From an optimization exercise on the open Yosys and OpenROAD flow, aimed at small area; shortcuts taken in it are not production practice.
In this exercise RTL edits were held to simulation tests only and were not proved equivalent to the original.
No activity file was given, so power comes from the tool's default toggle rates.

==> flow/design.v (excerpt) <==
module descriptor_memory_top (
    input  logic        clk_i,
    input  logic        rst_i,
    input  logic [4:0]  addr_i,
    input  logic        write_enable_i,
    input  logic [63:0] write_data_i,
    input  logic        clear_i,
    output logic [15:0] src_address_o,
    output logic [15:0] dst_address_o,
    output logic [31:0] payload_ptr_o,
    output logic        valid_o,
    output logic [5:0]  count_o
);
Settings: LEC_CHECK=0, CAP_MARGIN=10, CORE_MARGIN=2, CORE_UTILIZATION=70, CTS_BUF_LIST=sky130_fd_sc_hd__clkbuf_8, CTS_CLUSTER_DIAMETER=80, CTS_CLUSTER_SIZE=30, SLEW_MARGIN=10, SYNTH_HIERARCHICAL=1; clock period 8.0 ns.
standard.sh (not shown) runs the stock make flow with config.mk's settings and CLKGATE_MAP_FILE= SYNTH_SCRIPT=/design/flow/synth_recipe.tcl, a recipe that flattens the netlist after the stock synthesis.
==> flow/flow/run.sh <==
#!/bin/bash
set -euo pipefail
export BUFFER_PORTS_ARGS="-buffer_cell sky130_fd_sc_hd__buf_1"
export CTS_ARGS="-sink_clustering_enable -repair_clock_nets -buf_list sky130_fd_sc_hd__clkbuf_8 -sink_clustering_size 16 -sink_clustering_max_diameter 60 -dont_use_dummy_load"
export RECOVER_POWER=100
bash standard.sh > standard.log 2>&1
The baseline ran to the end with violations: max-capacitance violations, max-slew violations.
==> next run, changes <==
==> flow/flow/run.sh (replaced) <==
#!/bin/bash
set -euo pipefail
export BUFFER_PORTS_ARGS="-buffer_cell sky130_fd_sc_hd__buf_1"
export CTS_ARGS="-sink_clustering_enable -repair_clock_nets -buf_list sky130_fd_sc_hd__clkbuf_4 -sink_clustering_size 10 -sink_clustering_max_diameter 50 -dont_use_dummy_load"
export RECOVER_POWER=100
bash standard.sh > standard.log 2>&1
Outcome: The changed run completed and failed the layout checks on max-capacitance violations, max-slew violations; combinational power barely changes; utilization shrinks by 0.29 points; maximum frequency increases by 2.1%; cell count goes up by 1.7%; worst hold slack gains 0.021 ns; routed wire length is higher by 0.41%; final area goes down by 0.38%; power is lower by 1.6%; setup slack improves by 0.15 ns.

* * *

JK:
descriptor_memory_top again, from the RTL that the note above started with.
Settings: LEC_CHECK=0, CAP_MARGIN=10, CORE_MARGIN=2, CORE_UTILIZATION=70, CTS_BUF_LIST=sky130_fd_sc_hd__clkbuf_8, CTS_CLUSTER_DIAMETER=60, CTS_CLUSTER_SIZE=16, SLEW_MARGIN=10, SYNTH_HIERARCHICAL=1; clock period 8.0 ns.
run.sh (not shown) runs the stock make flow with config.mk's settings and CLKGATE_MAP_FILE= SYNTH_SCRIPT=/design/flow/synth_recipe.tcl, a recipe that flattens the netlist after the stock synthesis.
Stock flow here: none of the scripts above is used.
Having completed the whole flow, JK delivered a layout that passed the timing, DRC and antenna checks.
#### Input delta (TR over JK)
Settings: removing CTS_CLUSTER_SIZE (formerly 16); removing CTS_CLUSTER_DIAMETER (formerly 60); changing CORE_UTILIZATION from 70 to 85; removing CTS_BUF_LIST (formerly sky130_fd_sc_hd__clkbuf_8).
==> flow/flow/run.sh (new file) <==
#!/bin/bash
set -euo pipefail
export BUFFER_PORTS_ARGS="-buffer_cell sky130_fd_sc_hd__buf_1"
export CTS_ARGS="-sink_clustering_enable -repair_clock_nets -buf_list sky130_fd_sc_hd__clkbuf_4 -sink_clustering_size 10 -sink_clustering_max_diameter 50 -dont_use_dummy_load"
bash standard.sh > standard.log 2>&1
==> flow/standard.sh (new file) <==
#!/bin/bash
# synth_recipe.tcl (not shown) runs the flow's synth.tcl, then flattens the netlist and writes it again
# the make line also repeats each setting of config.mk as NAME=value (left out here)
make -C /OpenROAD-flow-scripts/flow DESIGN_CONFIG=/design/flow/config.mk WORK_HOME=/design/flow/orfs CLKGATE_MAP_FILE= SYNTH_SCRIPT=/design/flow/synth_recipe.tcl "${@:-finish}"
removed: flow/run.sh
==> run summary <==
In the summary table, TR is marked failed, with error DPL-0033 raised in global routing. Going from JK to TR, the standard-cell row count was found to have gone down by 10. Compared with JK, TR shows a lower placement-stage cell area. Between TR and JK, cell count after placement is higher for JK, TR comes in under that. JK → TR: detailed placer's ending HPWL grew by about 2.2%; I/O pin count held steady.

-- re-timing with driven ports --
In the flow no input, the clock included, has a driving cell. The finished layouts below were timed again as built, in two steps. Step 1, drivers: a clkbuf_16 drives clk_i and a buf_2 each remaining input, both assumed. Step 2 adds t to the input delays and takes it off the output delays; t is the mean of the earliest and latest rising clock arrival at the registers after step 1. Input paths then give back, and output paths get back, about the clock's delay inside the block. Slacks: ideal ports / drivers / drivers and shift; pairs: ideal ports / drivers.
run	shift t [ns]	setup WS [ns]	hold slack, ns
the first run of note 1	0.788	1.003 / 0.934 / 0.428	0.542 / 0.542 / 0.542
the second run of note 1	1.075	1.150 / 1.135 / 0.126	0.564 / 0.564 / 0.564
JK	0.812	1.794 / 1.725 / 2.537	0.567 / 0.567 / 0.567
For the second run of note 1, which loses most, drivers alone change the setup slack by -0.015 ns; drivers and shift together by -1.024 ns.
